This is an optimization exercise on Yosys and OpenROAD, whose aim is small area and a short achievable clock period, not a production implementation. Where RTL was checked, it was by simulation tests only, not by an equivalence proof against the original. Only the layout flow was run in run 1; the RTL was not checked for function there. No activity file was given, so power comes from the tool's default toggle rates.

==> flow/design.v <==
module cic_iq_decim #(
  parameter int DIN_W    = 16,
  parameter int DOUT_W   = 16,
  parameter int STAGES   = 4,
  parameter int MAX_RATE = 16,
  parameter int GAIN_W   = 16,
  localparam int RATE_W  = $clog2(MAX_RATE + 1),
  localparam int ACC_W   = DIN_W + STAGES * $clog2(MAX_RATE),
  localparam int SHIFT_W = $clog2(ACC_W)
) (
  input  logic                     clk,
  input  logic                     rst,
  input  logic                     s_axis_data_tvalid,
  input  logic signed [DIN_W-1:0]  s_axis_data_tdata_real,
  input  logic signed [DIN_W-1:0]  s_axis_data_tdata_imag,
  input  logic                     cfg_load,
  input  logic [RATE_W-1:0]        cfg_rate,
  input  logic [SHIFT_W-1:0]       cfg_shift,
  input  logic [GAIN_W-1:0]        cfg_gain,
  output logic                     m_axis_data_tvalid,
  output logic signed [DOUT_W-1:0] m_axis_data_tdata_real,
  output logic signed [DOUT_W-1:0] m_axis_data_tdata_imag
);
  localparam int W   = 8;            
  localparam int L   = 32 / W;       
  localparam int NVV = L + 4;        
  localparam int NFV = L + 9;        
  logic [3:0]  rm1;                  
  logic [4:0]  shift_r;
  logic [15:0] gain_r;
  always_ff @(posedge clk) begin
    if (rst) begin
      rm1     <= 4'd1;
      shift_r <= '0;
      gain_r  <= 16'd16384;
    end else if (cfg_load) begin
      if (cfg_rate < 5'd2)
        rm1 <= 4'd1;
      else if (cfg_rate > 5'd16)
        rm1 <= 4'd15;
      else
        rm1 <= 4'(cfg_rate - 5'd1);
      shift_r <= cfg_shift;
      gain_r  <= cfg_gain;
    end
  end
  logic        flush_q;
  logic        v_q;
  logic [15:0] xr_q, xi_q, xi_d;
  always_ff @(posedge clk) begin
    flush_q <= rst | cfg_load;
    v_q     <= s_axis_data_tvalid;
    xr_q    <= s_axis_data_tvalid ? s_axis_data_tdata_real : 16'd0;
    xi_q    <= s_axis_data_tvalid ? s_axis_data_tdata_imag : 16'd0;
    xi_d    <= flush_q ? 16'd0 : xi_q;
  end
  logic [NVV-1:0] vv;
  assign vv[0] = v_q;
  always_ff @(posedge clk) begin
    if (flush_q) vv[NVV-1:1] <= '0;
    else         vv[NVV-1:1] <= vv[NVV-2:0];
  end
  logic [31:0] xd [2][L];
  assign xd[0][0] = {{16{xr_q[15]}}, xr_q};
  assign xd[1][0] = {{16{xi_d[15]}}, xi_d};
  always_ff @(posedge clk) begin
    for (int c = 0; c < 2; c++)
      for (int j = 1; j < L; j++)
        xd[c][j] <= flush_q ? 32'd0 : xd[c][j-1];
  end
  logic [W-1:0] integ  [2][4][L];
  logic         icar   [2][4][L];   
  logic [W:0]   isum   [2][4][L];
  always_comb begin
    for (int c = 0; c < 2; c++)
      for (int k = 0; k < 4; k++)
        for (int j = 0; j < L; j++)
          isum[c][k][j] = {1'b0, integ[c][k][j]}
                        + {1'b0, (k == 0) ? xd[c][j][j*W +: W]
                                          : (vv[k + j + c] ? integ[c][k-1][j] : {W{1'b0}})}
                        + (W+1)'((j == 0) ? 1'b0 : icar[c][k][j-1]);
  end
  always_ff @(posedge clk) begin
    for (int c = 0; c < 2; c++)
      for (int k = 0; k < 4; k++)
        for (int j = 0; j < L; j++) begin
          integ[c][k][j] <= flush_q ? {W{1'b0}} : isum[c][k][j][W-1:0];
          icar[c][k][j]  <= flush_q ? 1'b0 : isum[c][k][j][W];
        end
  end
  logic [3:0]     cnt;
  logic           fe;
  logic [NFV-1:0] fv;               
  assign fe = v_q & (cnt == rm1);
  always_ff @(posedge clk) begin
    if (flush_q) begin
      cnt <= '0;
      fv  <= '0;
    end else begin
      if (v_q)
        cnt <= fe ? 4'd0 : cnt + 4'd1;
      fv <= {fv[NFV-2:0], fe};
    end
  end
  logic [W-1:0] da  [4][L];         
  logic [W-1:0] db  [4][L];         
  logic         cbr [4][L];         
  logic [W-1:0] cin [5][L];         
  logic [W:0]   csum [4][L];
  logic [W-1:0] cmid [L];           
  always_comb begin
    for (int j = 0; j < L; j++) begin
      cin[0][j] = fv[4 + j] ? integ[1][3][j] : integ[0][3][j];
      cin[2][j] = cmid[j];
      for (int k = 0; k < 4; k++) begin
        csum[k][j] = {1'b0, cin[k][j]} + {1'b0, ~da[k][j]}
                   + (W+1)'((j == 0) ? 1'b1 : cbr[k][j-1]);
        if (k != 1)
          cin[k+1][j] = csum[k][j][W-1:0];
      end
    end
  end
  always_ff @(posedge clk) begin
    for (int j = 0; j < L; j++) begin
      cmid[j] <= csum[1][j][W-1:0];
      for (int k = 0; k < 4; k++) begin
        cbr[k][j] <= csum[k][j][W];
        if (flush_q) begin
          da[k][j] <= '0;
          db[k][j] <= '0;
        end else if (k < 2 ? (fv[3 + j] | fv[4 + j]) : (fv[4 + j] | fv[5 + j])) begin
          da[k][j] <= db[k][j];
          db[k][j] <= cin[k][j];
        end
      end
    end
  end
  logic [W-1:0] dsk [L][L];
  logic [31:0]  z;
  always_ff @(posedge clk) begin
    for (int j = 0; j < L; j++) begin
      dsk[j][0] <= cin[4][j];
      for (int d = 1; d < L - j; d++)
        dsk[j][d] <= dsk[j][d-1];
    end
  end
  always_comb
    for (int j = 0; j < L; j++)
      z[j*W +: W] = dsk[j][L-1-j];
  logic [30:0] ur;
  always_ff @(posedge clk)
    ur <= 31'(($signed({z, 1'b0})) >>> shift_r);
  logic [17:0] g3;
  always_ff @(posedge clk)
    g3 <= {2'b0, gain_r} + {1'b0, gain_r, 1'b0};
  logic bneg0, bs1_0, bs2_0, bs3_0, bs4_0;
  logic [17:0] bm0;
  logic bneg1, bs1_1, bs2_1, bs3_1, bs4_1;
  logic [17:0] bm1;
  logic bneg2, bs1_2, bs2_2, bs3_2, bs4_2;
  logic [17:0] bm2;
  logic bneg3, bs1_3, bs2_3, bs3_3, bs4_3;
  logic [17:0] bm3;
  logic bneg4, bs1_4, bs2_4, bs3_4, bs4_4;
  logic [17:0] bm4;
  logic bneg5, bs1_5, bs2_5, bs3_5, bs4_5;
  logic [17:0] bm5;
  logic bneg6, bs1_6, bs2_6, bs3_6, bs4_6;
  logic [17:0] bm6;
  logic bneg7, bs1_7, bs2_7, bs3_7, bs4_7;
  logic [17:0] bm7;
  logic bneg8, bs1_8, bs2_8, bs3_8, bs4_8;
  logic [17:0] bm8;
  logic bneg9, bs1_9, bs2_9, bs3_9, bs4_9;
  logic [17:0] bm9;
  logic ma0_s1, ma0_c2;
  logic ma0_s3, ma0_c4;
  logic ma0_s5, ma0_c6;
  logic ma0_s7, ma0_c8;
  logic ma0_s9, ma0_c10;
  logic ma0_s11, ma0_c12;
  logic ma0_s13, ma0_c14;
  logic ma0_s15, ma0_c16;
  logic ma0_s17, ma0_c18;
  logic ma0_s19, ma0_c20;
  logic ma0_s21, ma0_c22;
  logic ma0_s23, ma0_c24;
  logic ma0_s25, ma0_c26;
  logic ma0_s27, ma0_c28;
  logic ma0_s29, ma0_c30;
  logic ma0_s31, ma0_c32;
  logic ma0_s33, ma0_c34;
  logic ma0_s35, ma0_c36;
  logic ma0_s37, ma0_c38;
  logic ma0_s39, ma0_c40;
  logic ma0_s41, ma0_c42;
  logic ma0_s43, ma0_c44;
  logic ma0_s45, ma0_c46;
  logic ma0_s47, ma0_c48;
  logic ma0_s49, ma0_c50;
  logic ma0_s51, ma0_c52;
  logic ma0_s53, ma0_c54;
  logic ma1_s55, ma1_c56;
  logic ma1_s57, ma1_c58;
  logic ma1_s59, ma1_c60;
  logic ma1_s61, ma1_c62;
  logic ma1_s63, ma1_c64;
  logic ma1_s65, ma1_c66;
  logic ma1_s67, ma1_c68;
  logic ma1_s69, ma1_c70;
  logic ma1_s71, ma1_c72;
  logic ma1_s73, ma1_c74;
  logic ma1_s75, ma1_c76;
  logic ma1_s77, ma1_c78;
  logic ma1_s79, ma1_c80;
  logic ma1_s81, ma1_c82;
  logic ma1_s83, ma1_c84;
  logic ma1_s85, ma1_c86;
  logic ma1_s87, ma1_c88;
  logic ma1_s89, ma1_c90;
  logic ma1_s91, ma1_c92;
  logic ma1_s93, ma1_c94;
  logic ma1_s95, ma1_c96;
  logic ma1_s97, ma1_c98;
  logic ma1_s99, ma1_c100;
  logic ma1_s101, ma1_c102;
  logic ma1_s103, ma1_c104;
  logic ma1_s105, ma1_c106;
  logic ma1_s107, ma1_c108;
  logic ma1_s109, ma1_c110;
  logic ma1_s111, ma1_c112;
  logic ma1_s113, ma1_c114;
  logic ma1_s115, ma1_c116;
  logic ma1_s117, ma1_c118;
  logic ma1_s119, ma1_c120;
  logic ma1_s121, ma1_c122;
  logic ma1_s123, ma1_c124;
  logic ma1_s125, ma1_c126;
  logic ma1_s127, ma1_c128;
  logic ma1_s129, ma1_c130;
  logic ma1_s131, ma1_c132;
  logic [29:0] mr0;
  logic [29:0] mr1;
  logic [29:0] mr2;
  logic [29:0] mr3;
  logic mb0_s133, mb0_c134;
  logic mb0_s135, mb0_c136;
  logic mb0_s137, mb0_c138;
  logic mb0_s139, mb0_c140;
  logic mb0_s141, mb0_c142;
  logic mb0_s143, mb0_c144;
  logic mb0_s145, mb0_c146;
  logic mb0_s147, mb0_c148;
  logic mb0_s149, mb0_c150;
  logic mb0_s151, mb0_c152;
  logic mb0_s153, mb0_c154;
  logic mb0_s155, mb0_c156;
  logic mb0_s157, mb0_c158;
  logic mb0_s159, mb0_c160;
  logic mb0_s161, mb0_c162;
  logic mb0_s163, mb0_c164;
  logic mb0_s165, mb0_c166;
  logic mb0_s167, mb0_c168;
  logic mb0_s169, mb0_c170;
  logic mb0_s171, mb0_c172;
  logic mb0_s173, mb0_c174;
  logic mb0_s175, mb0_c176;
  logic mb0_s177, mb0_c178;
  logic mb0_s179, mb0_c180;
  logic mb1_s181, mb1_c182;
  logic mb1_s183, mb1_c184;
  logic mb1_s185, mb1_c186;
  logic mb1_s187, mb1_c188;
  logic mb1_s189, mb1_c190;
  logic mb1_s191, mb1_c192;
  logic mb1_s193, mb1_c194;
  logic mb1_s195, mb1_c196;
  logic mb1_s197, mb1_c198;
  logic mb1_s199, mb1_c200;
  logic mb1_s201, mb1_c202;
  logic mb1_s203, mb1_c204;
  logic mb1_s205, mb1_c206;
  logic mb1_s207, mb1_c208;
  logic mb1_s209, mb1_c210;
  logic mb1_s211, mb1_c212;
  logic mb1_s213, mb1_c214;
  logic mb1_s215, mb1_c216;
  logic mb1_s217, mb1_c218;
  logic mb1_s219, mb1_c220;
  logic mb1_s221, mb1_c222;
  logic mb1_s223, mb1_c224;
  logic mb1_s225, mb1_c226;
  logic mb1_s227, mb1_c228;
  logic mb1_s229, mb1_c230;
  logic mb1_s231, mb1_c232;
  logic mb1_s233, mb1_c234;
  logic [29:0] mx, my;
  logic [14:0] plo;
  logic [15:0] mxh, myh, p;
  logic        pc14;
  assign bneg0 = ur[3];
  assign bs1_0 = ur[3] ? (ur[2] & (ur[1] ^ ur[0])) : (~ur[2] & (ur[1] ^ ur[0]));
  assign bs2_0 = (~ur[2] & ur[1] & ur[0]) | (ur[2] & ~ur[1] & ~ur[0]);
  assign bs3_0 = ur[3] ? (~ur[2] & (ur[1] ^ ur[0])) : (ur[2] & (ur[1] ^ ur[0]));
  assign bs4_0 = ur[3] ? (~ur[2] & ~ur[1] & ~ur[0]) : (ur[2] & ur[1] & ur[0]);
  assign bm0 = (({18{bs1_0}} & {2'b0, gain_r}) | ({18{bs2_0}} & {1'b0, gain_r, 1'b0}) | ({18{bs3_0}} & g3) | ({18{bs4_0}} & {gain_r, 2'b0})) ^ {18{bneg0}};
  assign bneg1 = ur[6];
  assign bs1_1 = ur[6] ? (ur[5] & (ur[4] ^ ur[3])) : (~ur[5] & (ur[4] ^ ur[3]));
  assign bs2_1 = (~ur[5] & ur[4] & ur[3]) | (ur[5] & ~ur[4] & ~ur[3]);
  assign bs3_1 = ur[6] ? (~ur[5] & (ur[4] ^ ur[3])) : (ur[5] & (ur[4] ^ ur[3]));
  assign bs4_1 = ur[6] ? (~ur[5] & ~ur[4] & ~ur[3]) : (ur[5] & ur[4] & ur[3]);
  assign bm1 = (({18{bs1_1}} & {2'b0, gain_r}) | ({18{bs2_1}} & {1'b0, gain_r, 1'b0}) | ({18{bs3_1}} & g3) | ({18{bs4_1}} & {gain_r, 2'b0})) ^ {18{bneg1}};
  assign bneg2 = ur[9];
  assign bs1_2 = ur[9] ? (ur[8] & (ur[7] ^ ur[6])) : (~ur[8] & (ur[7] ^ ur[6]));
  assign bs2_2 = (~ur[8] & ur[7] & ur[6]) | (ur[8] & ~ur[7] & ~ur[6]);
  assign bs3_2 = ur[9] ? (~ur[8] & (ur[7] ^ ur[6])) : (ur[8] & (ur[7] ^ ur[6]));
  assign bs4_2 = ur[9] ? (~ur[8] & ~ur[7] & ~ur[6]) : (ur[8] & ur[7] & ur[6]);
  assign bm2 = (({18{bs1_2}} & {2'b0, gain_r}) | ({18{bs2_2}} & {1'b0, gain_r, 1'b0}) | ({18{bs3_2}} & g3) | ({18{bs4_2}} & {gain_r, 2'b0})) ^ {18{bneg2}};
  assign bneg3 = ur[12];
  assign bs1_3 = ur[12] ? (ur[11] & (ur[10] ^ ur[9])) : (~ur[11] & (ur[10] ^ ur[9]));
  assign bs2_3 = (~ur[11] & ur[10] & ur[9]) | (ur[11] & ~ur[10] & ~ur[9]);
  assign bs3_3 = ur[12] ? (~ur[11] & (ur[10] ^ ur[9])) : (ur[11] & (ur[10] ^ ur[9]));
  assign bs4_3 = ur[12] ? (~ur[11] & ~ur[10] & ~ur[9]) : (ur[11] & ur[10] & ur[9]);
  assign bm3 = (({18{bs1_3}} & {2'b0, gain_r}) | ({18{bs2_3}} & {1'b0, gain_r, 1'b0}) | ({18{bs3_3}} & g3) | ({18{bs4_3}} & {gain_r, 2'b0})) ^ {18{bneg3}};
  assign bneg4 = ur[15];
  assign bs1_4 = ur[15] ? (ur[14] & (ur[13] ^ ur[12])) : (~ur[14] & (ur[13] ^ ur[12]));
  assign bs2_4 = (~ur[14] & ur[13] & ur[12]) | (ur[14] & ~ur[13] & ~ur[12]);
  assign bs3_4 = ur[15] ? (~ur[14] & (ur[13] ^ ur[12])) : (ur[14] & (ur[13] ^ ur[12]));
  assign bs4_4 = ur[15] ? (~ur[14] & ~ur[13] & ~ur[12]) : (ur[14] & ur[13] & ur[12]);
  assign bm4 = (({18{bs1_4}} & {2'b0, gain_r}) | ({18{bs2_4}} & {1'b0, gain_r, 1'b0}) | ({18{bs3_4}} & g3) | ({18{bs4_4}} & {gain_r, 2'b0})) ^ {18{bneg4}};
  assign bneg5 = ur[18];
  assign bs1_5 = ur[18] ? (ur[17] & (ur[16] ^ ur[15])) : (~ur[17] & (ur[16] ^ ur[15]));
  assign bs2_5 = (~ur[17] & ur[16] & ur[15]) | (ur[17] & ~ur[16] & ~ur[15]);
  assign bs3_5 = ur[18] ? (~ur[17] & (ur[16] ^ ur[15])) : (ur[17] & (ur[16] ^ ur[15]));
  assign bs4_5 = ur[18] ? (~ur[17] & ~ur[16] & ~ur[15]) : (ur[17] & ur[16] & ur[15]);
  assign bm5 = (({18{bs1_5}} & {2'b0, gain_r}) | ({18{bs2_5}} & {1'b0, gain_r, 1'b0}) | ({18{bs3_5}} & g3) | ({18{bs4_5}} & {gain_r, 2'b0})) ^ {18{bneg5}};
  assign bneg6 = ur[21];
  assign bs1_6 = ur[21] ? (ur[20] & (ur[19] ^ ur[18])) : (~ur[20] & (ur[19] ^ ur[18]));
  assign bs2_6 = (~ur[20] & ur[19] & ur[18]) | (ur[20] & ~ur[19] & ~ur[18]);
  assign bs3_6 = ur[21] ? (~ur[20] & (ur[19] ^ ur[18])) : (ur[20] & (ur[19] ^ ur[18]));
  assign bs4_6 = ur[21] ? (~ur[20] & ~ur[19] & ~ur[18]) : (ur[20] & ur[19] & ur[18]);
  assign bm6 = (({18{bs1_6}} & {2'b0, gain_r}) | ({18{bs2_6}} & {1'b0, gain_r, 1'b0}) | ({18{bs3_6}} & g3) | ({18{bs4_6}} & {gain_r, 2'b0})) ^ {18{bneg6}};
  assign bneg7 = ur[24];
  assign bs1_7 = ur[24] ? (ur[23] & (ur[22] ^ ur[21])) : (~ur[23] & (ur[22] ^ ur[21]));
  assign bs2_7 = (~ur[23] & ur[22] & ur[21]) | (ur[23] & ~ur[22] & ~ur[21]);
  assign bs3_7 = ur[24] ? (~ur[23] & (ur[22] ^ ur[21])) : (ur[23] & (ur[22] ^ ur[21]));
  assign bs4_7 = ur[24] ? (~ur[23] & ~ur[22] & ~ur[21]) : (ur[23] & ur[22] & ur[21]);
  assign bm7 = (({18{bs1_7}} & {2'b0, gain_r}) | ({18{bs2_7}} & {1'b0, gain_r, 1'b0}) | ({18{bs3_7}} & g3) | ({18{bs4_7}} & {gain_r, 2'b0})) ^ {18{bneg7}};
  assign bneg8 = ur[27];
  assign bs1_8 = ur[27] ? (ur[26] & (ur[25] ^ ur[24])) : (~ur[26] & (ur[25] ^ ur[24]));
  assign bs2_8 = (~ur[26] & ur[25] & ur[24]) | (ur[26] & ~ur[25] & ~ur[24]);
  assign bs3_8 = ur[27] ? (~ur[26] & (ur[25] ^ ur[24])) : (ur[26] & (ur[25] ^ ur[24]));
  assign bs4_8 = ur[27] ? (~ur[26] & ~ur[25] & ~ur[24]) : (ur[26] & ur[25] & ur[24]);
  assign bm8 = (({18{bs1_8}} & {2'b0, gain_r}) | ({18{bs2_8}} & {1'b0, gain_r, 1'b0}) | ({18{bs3_8}} & g3) | ({18{bs4_8}} & {gain_r, 2'b0})) ^ {18{bneg8}};
  assign bneg9 = ur[30];
  assign bs1_9 = ur[30] ? (ur[29] & (ur[28] ^ ur[27])) : (~ur[29] & (ur[28] ^ ur[27]));
  assign bs2_9 = (~ur[29] & ur[28] & ur[27]) | (ur[29] & ~ur[28] & ~ur[27]);
  assign bs3_9 = ur[30] ? (~ur[29] & (ur[28] ^ ur[27])) : (ur[29] & (ur[28] ^ ur[27]));
  assign bs4_9 = ur[30] ? (~ur[29] & ~ur[28] & ~ur[27]) : (ur[29] & ur[28] & ur[27]);
  assign bm9 = (({18{bs1_9}} & {2'b0, gain_r}) | ({18{bs2_9}} & {1'b0, gain_r, 1'b0}) | ({18{bs3_9}} & g3) | ({18{bs4_9}} & {gain_r, 2'b0})) ^ {18{bneg9}};
  assign ma0_s1 = bm0[15] ^ bm1[12];
  assign ma0_c2 = bm0[15] & bm1[12];
  assign ma0_s3 = bm0[16] ^ bm1[13];
  assign ma0_c4 = bm0[16] & bm1[13];
  assign ma0_s5 = bm0[17] ^ bm1[14];
  assign ma0_c6 = bm0[17] & bm1[14];
  assign ma0_s7 = ~bneg0 ^ bm1[15] ^ bm2[12];
  assign ma0_c8 = (~bneg0 & bm1[15]) | (~bneg0 & bm2[12]) | (bm1[15] & bm2[12]);
  assign ma0_s9 = bm3[9] ^ bm4[6] ^ bm5[3];
  assign ma0_c10 = (bm3[9] & bm4[6]) | (bm3[9] & bm5[3]) | (bm4[6] & bm5[3]);
  assign ma0_s11 = bm1[16] ^ bm2[13] ^ bm3[10];
  assign ma0_c12 = (bm1[16] & bm2[13]) | (bm1[16] & bm3[10]) | (bm2[13] & bm3[10]);
  assign ma0_s13 = bm4[7] ^ bm5[4];
  assign ma0_c14 = bm4[7] & bm5[4];
  assign ma0_s15 = bm1[17] ^ bm2[14] ^ bm3[11];
  assign ma0_c16 = (bm1[17] & bm2[14]) | (bm1[17] & bm3[11]) | (bm2[14] & bm3[11]);
  assign ma0_s17 = bm4[8] ^ bm5[5];
  assign ma0_c18 = bm4[8] & bm5[5];
  assign ma0_s19 = ~bneg1 ^ bm2[15] ^ bm3[12];
  assign ma0_c20 = (~bneg1 & bm2[15]) | (~bneg1 & bm3[12]) | (bm2[15] & bm3[12]);
  assign ma0_s21 = bm4[9] ^ bm5[6] ^ bm6[3];
  assign ma0_c22 = (bm4[9] & bm5[6]) | (bm4[9] & bm6[3]) | (bm5[6] & bm6[3]);
  assign ma0_s23 = bm2[16] ^ bm3[13] ^ bm4[10];
  assign ma0_c24 = (bm2[16] & bm3[13]) | (bm2[16] & bm4[10]) | (bm3[13] & bm4[10]);
  assign ma0_s25 = bm5[7] ^ bm6[4];
  assign ma0_c26 = bm5[7] & bm6[4];
  assign ma0_s27 = bm2[17] ^ bm3[14] ^ bm4[11];
  assign ma0_c28 = (bm2[17] & bm3[14]) | (bm2[17] & bm4[11]) | (bm3[14] & bm4[11]);
  assign ma0_s29 = bm5[8] ^ bm6[5];
  assign ma0_c30 = bm5[8] & bm6[5];
  assign ma0_s31 = ~bneg2 ^ bm3[15] ^ bm4[12];
  assign ma0_c32 = (~bneg2 & bm3[15]) | (~bneg2 & bm4[12]) | (bm3[15] & bm4[12]);
  assign ma0_s33 = bm5[9] ^ bm6[6] ^ bm7[3];
  assign ma0_c34 = (bm5[9] & bm6[6]) | (bm5[9] & bm7[3]) | (bm6[6] & bm7[3]);
  assign ma0_s35 = bm3[16] ^ bm4[13] ^ bm5[10];
  assign ma0_c36 = (bm3[16] & bm4[13]) | (bm3[16] & bm5[10]) | (bm4[13] & bm5[10]);
  assign ma0_s37 = bm6[7] ^ bm7[4];
  assign ma0_c38 = bm6[7] & bm7[4];
  assign ma0_s39 = bm3[17] ^ bm4[14] ^ bm5[11];
  assign ma0_c40 = (bm3[17] & bm4[14]) | (bm3[17] & bm5[11]) | (bm4[14] & bm5[11]);
  assign ma0_s41 = bm6[8] ^ bm7[5];
  assign ma0_c42 = bm6[8] & bm7[5];
  assign ma0_s43 = ~bneg3 ^ bm4[15] ^ bm5[12];
  assign ma0_c44 = (~bneg3 & bm4[15]) | (~bneg3 & bm5[12]) | (bm4[15] & bm5[12]);
  assign ma0_s45 = bm6[9] ^ bm7[6] ^ bm8[3];
  assign ma0_c46 = (bm6[9] & bm7[6]) | (bm6[9] & bm8[3]) | (bm7[6] & bm8[3]);
  assign ma0_s47 = bm4[16] ^ bm5[13] ^ bm6[10];
  assign ma0_c48 = (bm4[16] & bm5[13]) | (bm4[16] & bm6[10]) | (bm5[13] & bm6[10]);
  assign ma0_s49 = bm7[7] ^ bm8[4];
  assign ma0_c50 = bm7[7] & bm8[4];
  assign ma0_s51 = bm4[17] ^ bm5[14] ^ bm6[11];
  assign ma0_c52 = (bm4[17] & bm5[14]) | (bm4[17] & bm6[11]) | (bm5[14] & bm6[11]);
  assign ma0_s53 = bm7[8] ^ bm8[5];
  assign ma0_c54 = bm7[8] & bm8[5];
  assign ma1_s55 = bm0[9] ^ bm1[6];
  assign ma1_c56 = bm0[9] & bm1[6];
  assign ma1_s57 = bm0[10] ^ bm1[7];
  assign ma1_c58 = bm0[10] & bm1[7];
  assign ma1_s59 = bm0[11] ^ bm1[8];
  assign ma1_c60 = bm0[11] & bm1[8];
  assign ma1_s61 = bm0[12] ^ bm1[9] ^ bm2[6];
  assign ma1_c62 = (bm0[12] & bm1[9]) | (bm0[12] & bm2[6]) | (bm1[9] & bm2[6]);
  assign ma1_s63 = bm3[3] ^ bm4[0];
  assign ma1_c64 = bm3[3] & bm4[0];
  assign ma1_s65 = bm0[13] ^ bm1[10] ^ bm2[7];
  assign ma1_c66 = (bm0[13] & bm1[10]) | (bm0[13] & bm2[7]) | (bm1[10] & bm2[7]);
  assign ma1_s67 = bm3[4] ^ bm4[1] ^ 1'b1;
  assign ma1_c68 = (bm3[4] & bm4[1]) | (bm3[4] & 1'b1) | (bm4[1] & 1'b1);
  assign ma1_s69 = bm0[14] ^ bm1[11] ^ bm2[8];
  assign ma1_c70 = (bm0[14] & bm1[11]) | (bm0[14] & bm2[8]) | (bm1[11] & bm2[8]);
  assign ma1_s71 = bm3[5] ^ bm4[2];
  assign ma1_c72 = bm3[5] & bm4[2];
  assign ma1_s73 = ma0_s1 ^ bm2[9] ^ bm3[6];
  assign ma1_c74 = (ma0_s1 & bm2[9]) | (ma0_s1 & bm3[6]) | (bm2[9] & bm3[6]);
  assign ma1_s75 = bm4[3] ^ bm5[0] ^ bneg5;
  assign ma1_c76 = (bm4[3] & bm5[0]) | (bm4[3] & bneg5) | (bm5[0] & bneg5);
  assign ma1_s77 = ma0_s3 ^ bm2[10] ^ bm3[7];
  assign ma1_c78 = (ma0_s3 & bm2[10]) | (ma0_s3 & bm3[7]) | (bm2[10] & bm3[7]);
  assign ma1_s79 = bm4[4] ^ bm5[1] ^ ma0_c2;
  assign ma1_c80 = (bm4[4] & bm5[1]) | (bm4[4] & ma0_c2) | (bm5[1] & ma0_c2);
  assign ma1_s81 = ma0_s5 ^ bm2[11] ^ bm3[8];
  assign ma1_c82 = (ma0_s5 & bm2[11]) | (ma0_s5 & bm3[8]) | (bm2[11] & bm3[8]);
  assign ma1_s83 = bm4[5] ^ bm5[2] ^ ma0_c4;
  assign ma1_c84 = (bm4[5] & bm5[2]) | (bm4[5] & ma0_c4) | (bm5[2] & ma0_c4);
  assign ma1_s85 = ma0_s7 ^ ma0_s9 ^ bm6[0];
  assign ma1_c86 = (ma0_s7 & ma0_s9) | (ma0_s7 & bm6[0]) | (ma0_s9 & bm6[0]);
  assign ma1_s87 = bneg6 ^ 1'b1 ^ ma0_c6;
  assign ma1_c88 = (bneg6 & 1'b1) | (bneg6 & ma0_c6) | (1'b1 & ma0_c6);
  assign ma1_s89 = ma0_s11 ^ ma0_s13 ^ bm6[1];
  assign ma1_c90 = (ma0_s11 & ma0_s13) | (ma0_s11 & bm6[1]) | (ma0_s13 & bm6[1]);
  assign ma1_s91 = 1'b1 ^ ma0_c8 ^ ma0_c10;
  assign ma1_c92 = (1'b1 & ma0_c8) | (1'b1 & ma0_c10) | (ma0_c8 & ma0_c10);
  assign ma1_s93 = ma0_s15 ^ ma0_s17 ^ bm6[2];
  assign ma1_c94 = (ma0_s15 & ma0_s17) | (ma0_s15 & bm6[2]) | (ma0_s17 & bm6[2]);
  assign ma1_s95 = 1'b1 ^ ma0_c12 ^ ma0_c14;
  assign ma1_c96 = (1'b1 & ma0_c12) | (1'b1 & ma0_c14) | (ma0_c12 & ma0_c14);
  assign ma1_s97 = ma0_s19 ^ ma0_s21 ^ bm7[0];
  assign ma1_c98 = (ma0_s19 & ma0_s21) | (ma0_s19 & bm7[0]) | (ma0_s21 & bm7[0]);
  assign ma1_s99 = bneg7 ^ ma0_c16 ^ ma0_c18;
  assign ma1_c100 = (bneg7 & ma0_c16) | (bneg7 & ma0_c18) | (ma0_c16 & ma0_c18);
  assign ma1_s101 = ma0_s23 ^ ma0_s25 ^ bm7[1];
  assign ma1_c102 = (ma0_s23 & ma0_s25) | (ma0_s23 & bm7[1]) | (ma0_s25 & bm7[1]);
  assign ma1_s103 = 1'b1 ^ ma0_c20 ^ ma0_c22;
  assign ma1_c104 = (1'b1 & ma0_c20) | (1'b1 & ma0_c22) | (ma0_c20 & ma0_c22);
  assign ma1_s105 = ma0_s27 ^ ma0_s29 ^ bm7[2];
  assign ma1_c106 = (ma0_s27 & ma0_s29) | (ma0_s27 & bm7[2]) | (ma0_s29 & bm7[2]);
  assign ma1_s107 = 1'b1 ^ ma0_c24 ^ ma0_c26;
  assign ma1_c108 = (1'b1 & ma0_c24) | (1'b1 & ma0_c26) | (ma0_c24 & ma0_c26);
  assign ma1_s109 = ma0_s31 ^ ma0_s33 ^ bm8[0];
  assign ma1_c110 = (ma0_s31 & ma0_s33) | (ma0_s31 & bm8[0]) | (ma0_s33 & bm8[0]);
  assign ma1_s111 = bneg8 ^ ma0_c28 ^ ma0_c30;
  assign ma1_c112 = (bneg8 & ma0_c28) | (bneg8 & ma0_c30) | (ma0_c28 & ma0_c30);
  assign ma1_s113 = ma0_s35 ^ ma0_s37 ^ bm8[1];
  assign ma1_c114 = (ma0_s35 & ma0_s37) | (ma0_s35 & bm8[1]) | (ma0_s37 & bm8[1]);
  assign ma1_s115 = 1'b1 ^ ma0_c32 ^ ma0_c34;
  assign ma1_c116 = (1'b1 & ma0_c32) | (1'b1 & ma0_c34) | (ma0_c32 & ma0_c34);
  assign ma1_s117 = ma0_s39 ^ ma0_s41 ^ bm8[2];
  assign ma1_c118 = (ma0_s39 & ma0_s41) | (ma0_s39 & bm8[2]) | (ma0_s41 & bm8[2]);
  assign ma1_s119 = 1'b1 ^ ma0_c36 ^ ma0_c38;
  assign ma1_c120 = (1'b1 & ma0_c36) | (1'b1 & ma0_c38) | (ma0_c36 & ma0_c38);
  assign ma1_s121 = ma0_s43 ^ ma0_s45 ^ bm9[0];
  assign ma1_c122 = (ma0_s43 & ma0_s45) | (ma0_s43 & bm9[0]) | (ma0_s45 & bm9[0]);
  assign ma1_s123 = bneg9 ^ ma0_c40 ^ ma0_c42;
  assign ma1_c124 = (bneg9 & ma0_c40) | (bneg9 & ma0_c42) | (ma0_c40 & ma0_c42);
  assign ma1_s125 = ma0_s47 ^ ma0_s49 ^ bm9[1];
  assign ma1_c126 = (ma0_s47 & ma0_s49) | (ma0_s47 & bm9[1]) | (ma0_s49 & bm9[1]);
  assign ma1_s127 = 1'b1 ^ ma0_c44 ^ ma0_c46;
  assign ma1_c128 = (1'b1 & ma0_c44) | (1'b1 & ma0_c46) | (ma0_c44 & ma0_c46);
  assign ma1_s129 = ma0_s51 ^ ma0_s53 ^ bm9[2];
  assign ma1_c130 = (ma0_s51 & ma0_s53) | (ma0_s51 & bm9[2]) | (ma0_s53 & bm9[2]);
  assign ma1_s131 = 1'b1 ^ ma0_c48 ^ ma0_c50;
  assign ma1_c132 = (1'b1 & ma0_c48) | (1'b1 & ma0_c50) | (ma0_c48 & ma0_c50);
  assign mb0_s133 = mr0[6] ^ mr1[6];
  assign mb0_c134 = mr0[6] & mr1[6];
  assign mb0_s135 = mr0[7] ^ mr1[7];
  assign mb0_c136 = mr0[7] & mr1[7];
  assign mb0_s137 = mr0[8] ^ mr1[8];
  assign mb0_c138 = mr0[8] & mr1[8];
  assign mb0_s139 = mr0[9] ^ mr1[9] ^ mr2[9];
  assign mb0_c140 = (mr0[9] & mr1[9]) | (mr0[9] & mr2[9]) | (mr1[9] & mr2[9]);
  assign mb0_s141 = mr0[10] ^ mr1[10] ^ mr2[10];
  assign mb0_c142 = (mr0[10] & mr1[10]) | (mr0[10] & mr2[10]) | (mr1[10] & mr2[10]);
  assign mb0_s143 = mr0[11] ^ mr1[11] ^ mr2[11];
  assign mb0_c144 = (mr0[11] & mr1[11]) | (mr0[11] & mr2[11]) | (mr1[11] & mr2[11]);
  assign mb0_s145 = mr0[12] ^ mr1[12] ^ mr2[12];
  assign mb0_c146 = (mr0[12] & mr1[12]) | (mr0[12] & mr2[12]) | (mr1[12] & mr2[12]);
  assign mb0_s147 = mr0[13] ^ mr1[13] ^ mr2[13];
  assign mb0_c148 = (mr0[13] & mr1[13]) | (mr0[13] & mr2[13]) | (mr1[13] & mr2[13]);
  assign mb0_s149 = mr0[14] ^ mr1[14] ^ mr2[14];
  assign mb0_c150 = (mr0[14] & mr1[14]) | (mr0[14] & mr2[14]) | (mr1[14] & mr2[14]);
  assign mb0_s151 = mr0[15] ^ mr1[15] ^ mr2[15];
  assign mb0_c152 = (mr0[15] & mr1[15]) | (mr0[15] & mr2[15]) | (mr1[15] & mr2[15]);
  assign mb0_s153 = mr0[16] ^ mr1[16] ^ mr2[16];
  assign mb0_c154 = (mr0[16] & mr1[16]) | (mr0[16] & mr2[16]) | (mr1[16] & mr2[16]);
  assign mb0_s155 = mr0[17] ^ mr1[17] ^ mr2[17];
  assign mb0_c156 = (mr0[17] & mr1[17]) | (mr0[17] & mr2[17]) | (mr1[17] & mr2[17]);
  assign mb0_s157 = mr0[18] ^ mr1[18] ^ mr2[18];
  assign mb0_c158 = (mr0[18] & mr1[18]) | (mr0[18] & mr2[18]) | (mr1[18] & mr2[18]);
  assign mb0_s159 = mr0[19] ^ mr1[19] ^ mr2[19];
  assign mb0_c160 = (mr0[19] & mr1[19]) | (mr0[19] & mr2[19]) | (mr1[19] & mr2[19]);
  assign mb0_s161 = mr0[20] ^ mr1[20] ^ mr2[20];
  assign mb0_c162 = (mr0[20] & mr1[20]) | (mr0[20] & mr2[20]) | (mr1[20] & mr2[20]);
  assign mb0_s163 = mr0[21] ^ mr1[21] ^ mr2[21];
  assign mb0_c164 = (mr0[21] & mr1[21]) | (mr0[21] & mr2[21]) | (mr1[21] & mr2[21]);
  assign mb0_s165 = mr0[22] ^ mr1[22] ^ mr2[22];
  assign mb0_c166 = (mr0[22] & mr1[22]) | (mr0[22] & mr2[22]) | (mr1[22] & mr2[22]);
  assign mb0_s167 = mr0[23] ^ mr1[23] ^ mr2[23];
  assign mb0_c168 = (mr0[23] & mr1[23]) | (mr0[23] & mr2[23]) | (mr1[23] & mr2[23]);
  assign mb0_s169 = mr0[24] ^ mr1[24] ^ mr2[24];
  assign mb0_c170 = (mr0[24] & mr1[24]) | (mr0[24] & mr2[24]) | (mr1[24] & mr2[24]);
  assign mb0_s171 = mr0[25] ^ mr1[25] ^ mr2[25];
  assign mb0_c172 = (mr0[25] & mr1[25]) | (mr0[25] & mr2[25]) | (mr1[25] & mr2[25]);
  assign mb0_s173 = mr0[26] ^ mr1[26] ^ mr2[26];
  assign mb0_c174 = (mr0[26] & mr1[26]) | (mr0[26] & mr2[26]) | (mr1[26] & mr2[26]);
  assign mb0_s175 = mr0[27] ^ mr1[27] ^ mr2[27];
  assign mb0_c176 = (mr0[27] & mr1[27]) | (mr0[27] & mr2[27]) | (mr1[27] & mr2[27]);
  assign mb0_s177 = mr0[28] ^ mr1[28] ^ mr2[28];
  assign mb0_c178 = (mr0[28] & mr1[28]) | (mr0[28] & mr2[28]) | (mr1[28] & mr2[28]);
  assign mb0_s179 = mr0[29] ^ mr1[29] ^ mr2[29];
  assign mb0_c180 = (mr0[29] & mr1[29]) | (mr0[29] & mr2[29]) | (mr1[29] & mr2[29]);
  assign mb1_s181 = mr0[3] ^ mr1[3];
  assign mb1_c182 = mr0[3] & mr1[3];
  assign mb1_s183 = mr0[4] ^ mr1[4];
  assign mb1_c184 = mr0[4] & mr1[4];
  assign mb1_s185 = mr0[5] ^ mr1[5];
  assign mb1_c186 = mr0[5] & mr1[5];
  assign mb1_s187 = mb0_s133 ^ mr2[6] ^ mr3[6];
  assign mb1_c188 = (mb0_s133 & mr2[6]) | (mb0_s133 & mr3[6]) | (mr2[6] & mr3[6]);
  assign mb1_s189 = mb0_s135 ^ mr2[7] ^ mb0_c134;
  assign mb1_c190 = (mb0_s135 & mr2[7]) | (mb0_s135 & mb0_c134) | (mr2[7] & mb0_c134);
  assign mb1_s191 = mb0_s137 ^ mr2[8] ^ mb0_c136;
  assign mb1_c192 = (mb0_s137 & mr2[8]) | (mb0_s137 & mb0_c136) | (mr2[8] & mb0_c136);
  assign mb1_s193 = mb0_s139 ^ mr3[9] ^ mb0_c138;
  assign mb1_c194 = (mb0_s139 & mr3[9]) | (mb0_s139 & mb0_c138) | (mr3[9] & mb0_c138);
  assign mb1_s195 = mb0_s141 ^ mr3[10] ^ mb0_c140;
  assign mb1_c196 = (mb0_s141 & mr3[10]) | (mb0_s141 & mb0_c140) | (mr3[10] & mb0_c140);
  assign mb1_s197 = mb0_s143 ^ mr3[11] ^ mb0_c142;
  assign mb1_c198 = (mb0_s143 & mr3[11]) | (mb0_s143 & mb0_c142) | (mr3[11] & mb0_c142);
  assign mb1_s199 = mb0_s145 ^ mr3[12] ^ mb0_c144;
  assign mb1_c200 = (mb0_s145 & mr3[12]) | (mb0_s145 & mb0_c144) | (mr3[12] & mb0_c144);
  assign mb1_s201 = mb0_s147 ^ mr3[13] ^ mb0_c146;
  assign mb1_c202 = (mb0_s147 & mr3[13]) | (mb0_s147 & mb0_c146) | (mr3[13] & mb0_c146);
  assign mb1_s203 = mb0_s149 ^ mr3[14] ^ mb0_c148;
  assign mb1_c204 = (mb0_s149 & mr3[14]) | (mb0_s149 & mb0_c148) | (mr3[14] & mb0_c148);
  assign mb1_s205 = mb0_s151 ^ mr3[15] ^ mb0_c150;
  assign mb1_c206 = (mb0_s151 & mr3[15]) | (mb0_s151 & mb0_c150) | (mr3[15] & mb0_c150);
  assign mb1_s207 = mb0_s153 ^ mr3[16] ^ mb0_c152;
  assign mb1_c208 = (mb0_s153 & mr3[16]) | (mb0_s153 & mb0_c152) | (mr3[16] & mb0_c152);
  assign mb1_s209 = mb0_s155 ^ mr3[17] ^ mb0_c154;
  assign mb1_c210 = (mb0_s155 & mr3[17]) | (mb0_s155 & mb0_c154) | (mr3[17] & mb0_c154);
  assign mb1_s211 = mb0_s157 ^ mr3[18] ^ mb0_c156;
  assign mb1_c212 = (mb0_s157 & mr3[18]) | (mb0_s157 & mb0_c156) | (mr3[18] & mb0_c156);
  assign mb1_s213 = mb0_s159 ^ mr3[19] ^ mb0_c158;
  assign mb1_c214 = (mb0_s159 & mr3[19]) | (mb0_s159 & mb0_c158) | (mr3[19] & mb0_c158);
  assign mb1_s215 = mb0_s161 ^ mr3[20] ^ mb0_c160;
  assign mb1_c216 = (mb0_s161 & mr3[20]) | (mb0_s161 & mb0_c160) | (mr3[20] & mb0_c160);
  assign mb1_s217 = mb0_s163 ^ mr3[21] ^ mb0_c162;
  assign mb1_c218 = (mb0_s163 & mr3[21]) | (mb0_s163 & mb0_c162) | (mr3[21] & mb0_c162);
  assign mb1_s219 = mb0_s165 ^ mr3[22] ^ mb0_c164;
  assign mb1_c220 = (mb0_s165 & mr3[22]) | (mb0_s165 & mb0_c164) | (mr3[22] & mb0_c164);
  assign mb1_s221 = mb0_s167 ^ mr3[23] ^ mb0_c166;
  assign mb1_c222 = (mb0_s167 & mr3[23]) | (mb0_s167 & mb0_c166) | (mr3[23] & mb0_c166);
  assign mb1_s223 = mb0_s169 ^ mr3[24] ^ mb0_c168;
  assign mb1_c224 = (mb0_s169 & mr3[24]) | (mb0_s169 & mb0_c168) | (mr3[24] & mb0_c168);
  assign mb1_s225 = mb0_s171 ^ mr3[25] ^ mb0_c170;
  assign mb1_c226 = (mb0_s171 & mr3[25]) | (mb0_s171 & mb0_c170) | (mr3[25] & mb0_c170);
  assign mb1_s227 = mb0_s173 ^ mr3[26] ^ mb0_c172;
  assign mb1_c228 = (mb0_s173 & mr3[26]) | (mb0_s173 & mb0_c172) | (mr3[26] & mb0_c172);
  assign mb1_s229 = mb0_s175 ^ mr3[27] ^ mb0_c174;
  assign mb1_c230 = (mb0_s175 & mr3[27]) | (mb0_s175 & mb0_c174) | (mr3[27] & mb0_c174);
  assign mb1_s231 = mb0_s177 ^ mr3[28] ^ mb0_c176;
  assign mb1_c232 = (mb0_s177 & mr3[28]) | (mb0_s177 & mb0_c176) | (mr3[28] & mb0_c176);
  assign mb1_s233 = mb0_s179 ^ mr3[29] ^ mb0_c178;
  assign mb1_c234 = (mb0_s179 & mr3[29]) | (mb0_s179 & mb0_c178) | (mr3[29] & mb0_c178);
  assign mx[0] = mr0[0];
  assign my[0] = mr1[0];
  assign mx[1] = mr0[1];
  assign my[1] = 1'b0;
  assign mx[2] = mr0[2];
  assign my[2] = 1'b0;
  assign mx[3] = mb1_s181;
  assign my[3] = mr2[3];
  assign mx[4] = mb1_s183;
  assign my[4] = mb1_c182;
  assign mx[5] = mb1_s185;
  assign my[5] = mb1_c184;
  assign mx[6] = mb1_s187;
  assign my[6] = mb1_c186;
  assign mx[7] = mb1_s189;
  assign my[7] = mb1_c188;
  assign mx[8] = mb1_s191;
  assign my[8] = mb1_c190;
  assign mx[9] = mb1_s193;
  assign my[9] = mb1_c192;
  assign mx[10] = mb1_s195;
  assign my[10] = mb1_c194;
  assign mx[11] = mb1_s197;
  assign my[11] = mb1_c196;
  assign mx[12] = mb1_s199;
  assign my[12] = mb1_c198;
  assign mx[13] = mb1_s201;
  assign my[13] = mb1_c200;
  assign mx[14] = mb1_s203;
  assign my[14] = mb1_c202;
  assign mx[15] = mb1_s205;
  assign my[15] = mb1_c204;
  assign mx[16] = mb1_s207;
  assign my[16] = mb1_c206;
  assign mx[17] = mb1_s209;
  assign my[17] = mb1_c208;
  assign mx[18] = mb1_s211;
  assign my[18] = mb1_c210;
  assign mx[19] = mb1_s213;
  assign my[19] = mb1_c212;
  assign mx[20] = mb1_s215;
  assign my[20] = mb1_c214;
  assign mx[21] = mb1_s217;
  assign my[21] = mb1_c216;
  assign mx[22] = mb1_s219;
  assign my[22] = mb1_c218;
  assign mx[23] = mb1_s221;
  assign my[23] = mb1_c220;
  assign mx[24] = mb1_s223;
  assign my[24] = mb1_c222;
  assign mx[25] = mb1_s225;
  assign my[25] = mb1_c224;
  assign mx[26] = mb1_s227;
  assign my[26] = mb1_c226;
  assign mx[27] = mb1_s229;
  assign my[27] = mb1_c228;
  assign mx[28] = mb1_s231;
  assign my[28] = mb1_c230;
  assign mx[29] = mb1_s233;
  assign my[29] = mb1_c232;
  assign plo = {1'b0, mx[13:0]} + {1'b0, my[13:0]};
  assign p = mxh + myh + 16'(pc14);
  always_ff @(posedge clk) begin
    mr0[0] <= bm0[0];
    mr1[0] <= bneg0;
    mr2[0] <= 1'b0;
    mr3[0] <= 1'b0;
    mr0[1] <= bm0[1];
    mr1[1] <= 1'b0;
    mr2[1] <= 1'b0;
    mr3[1] <= 1'b0;
    mr0[2] <= bm0[2];
    mr1[2] <= 1'b0;
    mr2[2] <= 1'b0;
    mr3[2] <= 1'b0;
    mr0[3] <= bm0[3];
    mr1[3] <= bm1[0];
    mr2[3] <= bneg1;
    mr3[3] <= 1'b0;
    mr0[4] <= bm0[4];
    mr1[4] <= bm1[1];
    mr2[4] <= 1'b0;
    mr3[4] <= 1'b0;
    mr0[5] <= bm0[5];
    mr1[5] <= bm1[2];
    mr2[5] <= 1'b0;
    mr3[5] <= 1'b0;
    mr0[6] <= bm0[6];
    mr1[6] <= bm1[3];
    mr2[6] <= bm2[0];
    mr3[6] <= bneg2;
    mr0[7] <= bm0[7];
    mr1[7] <= bm1[4];
    mr2[7] <= bm2[1];
    mr3[7] <= 1'b0;
    mr0[8] <= bm0[8];
    mr1[8] <= bm1[5];
    mr2[8] <= bm2[2];
    mr3[8] <= 1'b0;
    mr0[9] <= ma1_s55;
    mr1[9] <= bm2[3];
    mr2[9] <= bm3[0];
    mr3[9] <= bneg3;
    mr0[10] <= ma1_s57;
    mr1[10] <= bm2[4];
    mr2[10] <= bm3[1];
    mr3[10] <= ma1_c56;
    mr0[11] <= ma1_s59;
    mr1[11] <= bm2[5];
    mr2[11] <= bm3[2];
    mr3[11] <= ma1_c58;
    mr0[12] <= ma1_s61;
    mr1[12] <= ma1_s63;
    mr2[12] <= bneg4;
    mr3[12] <= ma1_c60;
    mr0[13] <= ma1_s65;
    mr1[13] <= ma1_s67;
    mr2[13] <= ma1_c62;
    mr3[13] <= ma1_c64;
    mr0[14] <= ma1_s69;
    mr1[14] <= ma1_s71;
    mr2[14] <= ma1_c66;
    mr3[14] <= ma1_c68;
    mr0[15] <= ma1_s73;
    mr1[15] <= ma1_s75;
    mr2[15] <= ma1_c70;
    mr3[15] <= ma1_c72;
    mr0[16] <= ma1_s77;
    mr1[16] <= ma1_s79;
    mr2[16] <= ma1_c74;
    mr3[16] <= ma1_c76;
    mr0[17] <= ma1_s81;
    mr1[17] <= ma1_s83;
    mr2[17] <= ma1_c78;
    mr3[17] <= ma1_c80;
    mr0[18] <= ma1_s85;
    mr1[18] <= ma1_s87;
    mr2[18] <= ma1_c82;
    mr3[18] <= ma1_c84;
    mr0[19] <= ma1_s89;
    mr1[19] <= ma1_s91;
    mr2[19] <= ma1_c86;
    mr3[19] <= ma1_c88;
    mr0[20] <= ma1_s93;
    mr1[20] <= ma1_s95;
    mr2[20] <= ma1_c90;
    mr3[20] <= ma1_c92;
    mr0[21] <= ma1_s97;
    mr1[21] <= ma1_s99;
    mr2[21] <= ma1_c94;
    mr3[21] <= ma1_c96;
    mr0[22] <= ma1_s101;
    mr1[22] <= ma1_s103;
    mr2[22] <= ma1_c98;
    mr3[22] <= ma1_c100;
    mr0[23] <= ma1_s105;
    mr1[23] <= ma1_s107;
    mr2[23] <= ma1_c102;
    mr3[23] <= ma1_c104;
    mr0[24] <= ma1_s109;
    mr1[24] <= ma1_s111;
    mr2[24] <= ma1_c106;
    mr3[24] <= ma1_c108;
    mr0[25] <= ma1_s113;
    mr1[25] <= ma1_s115;
    mr2[25] <= ma1_c110;
    mr3[25] <= ma1_c112;
    mr0[26] <= ma1_s117;
    mr1[26] <= ma1_s119;
    mr2[26] <= ma1_c114;
    mr3[26] <= ma1_c116;
    mr0[27] <= ma1_s121;
    mr1[27] <= ma1_s123;
    mr2[27] <= ma1_c118;
    mr3[27] <= ma1_c120;
    mr0[28] <= ma1_s125;
    mr1[28] <= ma1_s127;
    mr2[28] <= ma1_c122;
    mr3[28] <= ma1_c124;
    mr0[29] <= ma1_s129;
    mr1[29] <= ma1_s131;
    mr2[29] <= ma1_c126;
    mr3[29] <= ma1_c128;
    mxh <= mx[29:14];
    myh <= my[29:14];
    pc14 <= plo[14];
  end
  always_ff @(posedge clk) begin
    if (fv[L + 7])
      m_axis_data_tdata_real <= p;
    m_axis_data_tdata_imag <= p;
    m_axis_data_tvalid <= fv[L + 8] & ~flush_q & ~rst & ~cfg_load;
  end
endmodule
==> flow/flow/run.sh <==
#!/bin/bash
# Standard ORFS layout, with repair_timing asked to reach a larger setup slack than the
# constraint needs (the SDC is unchanged). Each tool's output stays in orfs/logs/.
set -euo pipefail
cd "$(dirname "$0")/.."
export SETUP_SLACK_MARGIN=${MARGIN:-6.4}
bash standard.sh > standard.log 2>&1
==> flow/standard.sh <==
#!/bin/bash
# synth_recipe.tcl (not shown) runs the flow's synth.tcl, then flattens the netlist and writes it again
# the make line also repeats each setting of config.mk as NAME=value (left out here)
make -C /OpenROAD-flow-scripts/flow DESIGN_CONFIG=/design/flow/config.mk WORK_HOME=/design/flow/orfs CLKGATE_MAP_FILE= SYNTH_SCRIPT=/design/flow/synth_recipe.tcl "${@:-finish}"
==> flow/config.mk <==
export PLATFORM = sky130hd
export DESIGN_NAME = cic_iq_decim
export DESIGN_NICKNAME = cic_iq_decim
export VERILOG_FILES = /design/flow/design.v
export SDC_FILE = /design/flow/constraint.sdc
export NUM_CORES = 4
export LEC_CHECK = 0
export ABC_AREA = 1
export CAP_MARGIN = 20
export CORE_MARGIN = 2
export CORE_UTILIZATION = 40
export SLEW_MARGIN = 20
==> flow/constraint.sdc <==
create_clock -name core_clock -period 9.5 [get_ports {clk}]
set_input_delay 1.9000 -clock core_clock [delete_from_list [all_inputs] [get_ports {clk}]]
set_output_delay 1.9000 -clock core_clock [all_outputs]
set_load 0.01 [all_outputs]
==> results.txt, run 1 <==
first-pass GRT wire length 201 mm; vias in the first global route 39,696; Setup violations, final 0; Netlist cell types 56; fin nets 7,097; maximum vdd drop 0.000153 V; starting density of the core 0.402; CTS buffer count 106; worst hold path startpoint dsk[4][2]$_DFF_P_; synthesized area per cell 8.06 um2; syn_nets 7,086; antenna fix cells 0; DR DRC count 0; critical path's slowest cell edfxtp_1; Hold Slack 0.326 ns; crit-path max FO 1; die height 364 um; arrival time at the worst endpoint 1.21 ns; drt initial violations 2,469; antenna violations before repair 0; worst min path class flip-flop to flip-flop; Mapped Area 0.0519 mm2; Antenna Nets Post-Route 0; grt total ovfl 0; CP Launch Type flip-flop; CTS sink count 999; latest clock arrival within the worst-skew pair 0.72 ns; vias 40,957; Post-Layout Inst Area 0.0584 mm2; crit path launch m_axis_data_tdata_real[8]$_DFFE_PP_; TNS Setup 0 ns; number of port buffers 94; full die area 0.133 mm2; crit path capture type output pin; htree depth 3; WL per Instance 14.9 um; Horiz. Die Dim 364 um; Worst path top cell family by delay flip-flops; Clock Path Buffers 3; CTS tree built; Post-synth EDFFs 16; Warnings, synthesis 12; DRT Wirelength 123 mm; DRT Pass-1 Iters 6; Tot GR Track Use 0.186; CP Buf/Inv Count 1; vias per inst 4.94; core footprint 0.129 mm2; Final Util 0.452; ys flop type dfxtp_1; layout cells sized above 1 0.0674; Max-cap violations 0; Async SR Flop Fraction 0; post-layout min period 3.11 ns; placed cell areas 0.0542 mm2; CTS root buffer clkbuf_16; status finished clean; CTS Hold Buffers Added 0; placed insts 8,067; RSZ-0062 raised after global routing yes; worst path cell trace buf_2; Final Hold Vio Count 0; DP Wirelength 86.9 mm; Synth Instances 6,447; sequential fraction of the synthesis area 0.388; area delta synth->final 12.4%; WP data required 7.60 ns; GPL Wtd Cong 0.941; Final period util 0.328; Final Max Tran Viols 0; Least-Margin Pin Slew 1.16 ns; clock slew at reported path FFs 0.06 ns; kind of critical path flip-flop to output pin; worst r2r src fv[7]$_SDFF_PP0_; clk_skew 0.0361 ns; Leakage 0.0276 uW; non-filler cells, final 8,289; top achievable clock speed 321 MHz; cell row count 132; Max-slew headroom 0.227; I/O pins 95; power per cell area 232 mW/mm2; Synth Register Bits 999; pin count of the biggest net entering global routing 260; worst stage delay on the critical path 0.36 ns
-- path summary, 6_finish.rpt --
check	to	slack, ns	cells after the start
worst max-delay path	m_axis_data_tdata_real[8]	6.39	1
worst min-delay path	dsk[5][2]$_DFF_P_	0.33	0
worst max register to register	cmid[3][7]$_DFF_P_	6.46	18
worst min register to register	dsk[5][2]$_DFF_P_	0.33	0
-- Yosys cell counts, types with 38 or more instances --
master / n / share of area
inv_1: 1077 / 0.078
nand3_1: 168 / 0.016
ha_1: 410 / 0.099
nand2_1: 951 / 0.069
a221oi_1: 59 / 0.0099
o21ai_0: 651 / 0.063
xor2_1: 241 / 0.041
dfxtp_1: 983 / 0.38
a21oi_1: 588 / 0.057
fa_1: 167 / 0.064
a221oi_2: 38 / 0.011
nor2_1: 492 / 0.036
o22ai_1: 125 / 0.015
clkbuf_1: 175 / 0.013
-- stage by stage --
step / total power [uW] / worst slack [ns]
after floorplan: 8000 / 6.44
after global placement: 9100 / 5.67
after detailed placement: 9210 / 5.78
after CTS: 13600 / 6.30
after global routing: 14500 / 6.24
final: 13500 / 6.39
-- report_power, final --
group / switching [uW] / leakage (uW) / internal, uW
combinational: 2470 / 0.0176 / 1510
clock: 1760 / 0.00183 / 2630
sequential: 359 / 0.00817 / 4810
total: 4600 / 0.0276 / 8950
-- timing repair --
action | in CTS | in global routing
buffers inserted | 1 | 22
resized for setup | 165 | 83
setup endpoints to repair | 98 | 70
pin swaps | 1 | 17
gates cloned | 0 | 2
-- layout make-up --
class / count / area [um2]
fillers: 12923 / 70800
multi-input cells: 4097 / 26800
flip-flops and latches: 999 / 20200
repair buffers: 147 / 1230
well taps: 1742 / 2180
clock buffers: 156 / 3150
clock inverters: 41 / 604
repair inverters: 2 / 10.0
inverters: 1105 / 4220
-- cells by family (layout without fill, tap and decap cells) --
| group | after synthesis | after routing | share of synthesized area |
|---|---|---|---|
| compound gates | 1574 | 1574 | 0.172 |
| xor+xnor | 268 | 268 | 0.0452 |
| fa+ha+maj | 577 | 577 | 0.163 |
| buf+inv | 1351 | 1451 | 0.102 |
| flops | 999 | 999 | 0.388 |
| mux | 6 | 6 | 0.00116 |
| simple gates | 1672 | 1672 | 0.129 |
-- sequential cells by signal, indices dropped and copies added, names as in the netlist, 7 cells and up --
name                    flops
mr2                        25
integ                     256
g3                         18
fv                         13
mr3                        22
myh                        16
cmid                       32
mr1                        28
m_axis_data_tdata_imag     16
xd                         20
cbr                        12
db                        128
da                        128
xi_d                       16
mr0                        30
xr_q                       16
gain_r                     16
xi_q                       16
mxh                        16
vv                          7
m_axis_data_tdata_real     16
dsk                        80
icar                       24
ur                         31
-- placed cells by master (no fill, tap or decap), types with 17 or more instances in the layout --
cell             synthesis  final
buf_4                   12     47
clkbuf_8                 0     27
nand2_1                951    949
o21ai_0                651    639
nor2_1                 492    486
a21oi_1                588    581
clkbuf_16                0    108
nand3_1                168    168
dfxtp_1                983    961
o22ai_1                125    125
clkdlybuf4s50_1          0     61
clkinv_2                 0     17
xor2_1                 241    233
ha_1                   410    408
clkbuf_1               175     21
a31oi_1                 37     36
fa_1                   167    161
xnor2_1                 27     26
a221oi_1                59     55
o21bai_1                22     22
inv_1                 1077   1066
buf_2                   34     32
a221oi_2                38     42
-- metal layers --
metal,share of wire,track usage,up-vias
li1,-,-,20944
met1,0.43,0.224,18856
met2,0.48,0.327,855
met3,0.048,0.0297,302
met4,0.045,0.0797,0
met5,0,0,-
==> inputs of run 2 (changes only) <==
--- a/flow/design.v
+++ b/flow/design.v
@@ -75,7 +75,7 @@
     for (int c = 0; c < 2; c++)
       for (int k = 0; k < 4; k++)
         for (int j = 0; j < L; j++)
-          isum[c][k][j] = {1'b0, integ[c][k][j]}
+          isum[c][k][j] = {1'b0, (k == 3 && fv[3 + j + c]) ? {W{1'b0}} : integ[c][k][j]}
                         + {1'b0, (k == 0) ? xd[c][j][j*W +: W]
                                           : (vv[k + j + c] ? integ[c][k-1][j] : {W{1'b0}})}
                         + (W+1)'((j == 0) ? 1'b0 : icar[c][k][j-1]);
@@ -102,17 +102,17 @@
       fv <= {fv[NFV-2:0], fe};
     end
   end
-  logic [W-1:0] da  [4][L];         
-  logic [W-1:0] db  [4][L];         
-  logic         cbr [4][L];         
-  logic [W-1:0] cin [5][L];         
-  logic [W:0]   csum [4][L];
+  logic [W-1:0] da  [1:3][L];       
+  logic [W-1:0] db  [1:3][L];       
+  logic         cbr [1:3][L];       
+  logic [W-1:0] cin [1:4][L];       
+  logic [W:0]   csum [1:3][L];
   logic [W-1:0] cmid [L];           
   always_comb begin
     for (int j = 0; j < L; j++) begin
-      cin[0][j] = fv[4 + j] ? integ[1][3][j] : integ[0][3][j];
+      cin[1][j] = fv[4 + j] ? integ[1][3][j] : integ[0][3][j];
       cin[2][j] = cmid[j];
-      for (int k = 0; k < 4; k++) begin
+      for (int k = 1; k < 4; k++) begin
         csum[k][j] = {1'b0, cin[k][j]} + {1'b0, ~da[k][j]}
                    + (W+1)'((j == 0) ? 1'b1 : cbr[k][j-1]);
         if (k != 1)
@@ -123,7 +123,7 @@
   always_ff @(posedge clk) begin
     for (int j = 0; j < L; j++) begin
       cmid[j] <= csum[1][j][W-1:0];
-      for (int k = 0; k < 4; k++) begin
+      for (int k = 1; k < 4; k++) begin
         cbr[k][j] <= csum[k][j][W];
         if (flush_q) begin
           da[k][j] <= '0;
--- a/flow/config.mk
+++ b/flow/config.mk
@@ -9,4 +9,6 @@
 export CAP_MARGIN = 20
 export CORE_MARGIN = 2
 export CORE_UTILIZATION = 40
+export CTS_BUF_LIST = sky130_fd_sc_hd__clkbuf_8
+export CTS_CLUSTER_SIZE = 30
 export SLEW_MARGIN = 20
==> run 2 against run 1 <==
Effect of this change: still clean on timing, DRC and antenna; flip-flop and latch count fell by 67; die area fell by 4.9%; register-to-register slack better by 0.04 ns; non-clock buffer count down 5; critical path type unchanged; highest routed layer unchanged.
==> results.txt, run 2 <==
status finished clean; CTS buffer count 159; GPL Wtd Cong 0.923; post-layout min period 3.28 ns; Final Max Tran Viols 0; CP Buf/Inv Count 1; htree depth 4; non-filler cells, final 7,983; worst path cell trace buf_2; grt total ovfl 0; top achievable clock speed 305 MHz; biggest regs integ x256, da x96, db x96; CP Launch Type flip-flop; DP Wirelength 82.5 mm; syn_nets 6,778; crit path capture type output pin; number of port buffers 94; Max-cap violations 0; Most flops, register integ; Worst path top cell family by delay flip-flops; latest clock arrival within the worst-skew pair 0.87 ns; Setup violations, final 0; worst stage delay on the critical path 0.37 ns; Tot GR Track Use 0.182; fill count 12,235; I/O pins 95; TNS Setup 0 ns; Async SR Flop Fraction 0; power per cell area 203 mW/mm2; Warnings, synthesis 12; Post-synth EDFFs 16; core footprint 0.122 mm2; most common cell after layout, fill and taps aside inv_1; max reg flops 256; CTS tree built; Yosys top cell by area dfxtp_1; Antenna Nets Post-Route 0; starting density of the core 0.404; fin nets 6,849; WP data required 7.60 ns; arrival time at the worst endpoint 1.38 ns; vias per inst 4.92; full die area 0.126 mm2; clock slew at reported path FFs 0.06 ns; DRT Pass-1 Iters 6; placed insts 7,690; Horiz. Die Dim 355 um; sequential fraction of the synthesis area 0.381; Leakage 0.0260 uW; vias 39,296; first-pass GRT wire length 189 mm; synthesized area per cell 8.00 um2; Mapped Area 0.0494 mm2; clk_skew 0.0376 ns; Least-Margin Pin Slew 1.07 ns; CTS sink count 932; Max-slew headroom 0.283; vias in the first global route 38,124; ys flop type dfxtp_1; Synth Instances 6,174; drt initial violations 2,279; DRT Wirelength 115 mm; worst min path class flip-flop to flip-flop; Hold Slack 0.321 ns; WL per Instance 14.4 um; die height 355 um; antenna violations before repair 4; most frequent cells in the layout inv_1, dfxtp_1, nand2_1; layout cells sized above 1 0.0703; Final Hold Vio Count 0; kind of critical path flip-flop to output pin; Synth Register Bits 932; Netlist cell types 60; crit-path max FO 1; area share of the largest cell type after synthesis 0.371; critical path's slowest cell edfxtp_1; final worst slack 6.22 ns; area of the multi-input gates 0.0257 mm2; FF+latch area 0.0188 mm2; maximum vdd drop 0.000237 V; area delta synth->final 11.3%; Clock Path Buffers 3; cell row count 128; top-count cell post-synth inv_1; ranking of synthesized cells by area dfxtp_1, ha_1, inv_1; Final period util 0.346; CTS root buffer clkbuf_8; pre-CTS WS 5.64 ns; most common library cells after synthesis inv_1, dfxtp_1, nand2_1; pin count of the biggest net entering global routing 165; RSZ-0062 raised after global routing yes; DR DRC count 0
-- run 2: report_power, final --
group / switching, uW / total [uW] / leakage, uW / internal (uW)
clock: 1660 / 3650 / 0.00181 / 1990
sequential: 284 / 4700 / 0.00761 / 4410
combinational: 1730 / 2820 / 0.0165 / 1090
-- run 2: worst paths after layout --
path	cells past startpoint	end	start	slack [ns]
max	1	m_axis_data_tdata_real[1]	m_axis_data_tdata_real[1]$_DFFE_PP_	6.22
max reg2reg	7	mr0[28]$_DFF_P_	gain_r[12]$_SDFFE_PP0P_	6.50
min	0	dsk[1][2]$_DFF_P_	dsk[0][2]$_DFF_P_	0.32
min reg2reg	0	dsk[1][2]$_DFF_P_	dsk[0][2]$_DFF_P_	0.32
-- run 2: cell families after synthesis --
| logic type | after synthesis | share of synthesized area |
|---|---|---|
| buffers and inverters | 1272 | 0.101 |
| flip-flops | 932 | 0.381 |
| XOR/XNOR | 252 | 0.0447 |
| AO/OA/AOI/OAI | 1556 | 0.179 |
| multiplexers | 5 | 0.00101 |
| AND/OR/NAND/NOR | 1615 | 0.131 |
| adder cells (fa/ha/maj) | 542 | 0.162 |
-- run 2: per-stage QoR --
stage / total power (uW) / util / cell area, um2
finish: 11200 / 0.450 / 54900
global route: 11900 / 0.450 / 54900
CTS: 11300 / 0.447 / 54600
detailed placement: 7610 / 0.422 / 51500
global placement: 7530 / 0.422 / 51500
floorplan: 6740 / - / 49400
-- run 2: area by class of cell --
class / instances / area share
Antenna cell: 2 / 0.0000911
Timing Repair inverter: 1 / 0.0000911
Clock buffer: 194 / 0.0486
Timing Repair Buffer: 142 / 0.0222
Inverter: 1039 / 0.0720
Sequential cell: 932 / 0.343
Tap cell: 1625 / 0.0370
Multi-Input combinational cell: 3970 / 0.467
Clock inverter: 78 / 0.00998
-- run 2: layer usage --
metal	wire length (um)	vias to the layer above	GRT usage
met5	0	-	0
met1	49400	17828	0.213
met3	5980	303	0.0349
met2	54700	921	0.321
li1	-	20244	-
met4	4900	0	0.0848
-- run 2: timing repair --
item                                    CTS  global route
pin swaps                                 1             5
resized for setup                       144            42
endpoints found under the setup margin   71            69
setup buffers                             7             9
hold buffers                              0             0
gates cloned                              0             1

[afterwards: timing with drivers on the ports]
The results above use ideal ports. As a check the final layouts listed here were re-extracted and re-timed, cells and wires unchanged. Step 1 sets driving cells, clkbuf_16 on the clock port and buf_2 on the other inputs (assumed; they add their load-dependent delay and slew). Step 2 also shifts input and output timing later by t, the mid clock arrival at the registers, as if the neighbouring blocks saw the same clock. Three values: ideal, step 1, step 2; two values: the first two.
run	t (ns)	slack for setup (ns)	hold WS [ns]
run 1	0.778	6.388 / 6.315 / 5.822	0.326 / 0.326 / 0.326
run 2	0.922	6.216 / 6.148 / 5.889	0.321 / 0.321 / 0.321
After both steps every run listed still meets setup and hold. The setup slack of run 1, which loses most, moves by -0.073 ns with the drivers and by -0.566 ns with both steps.
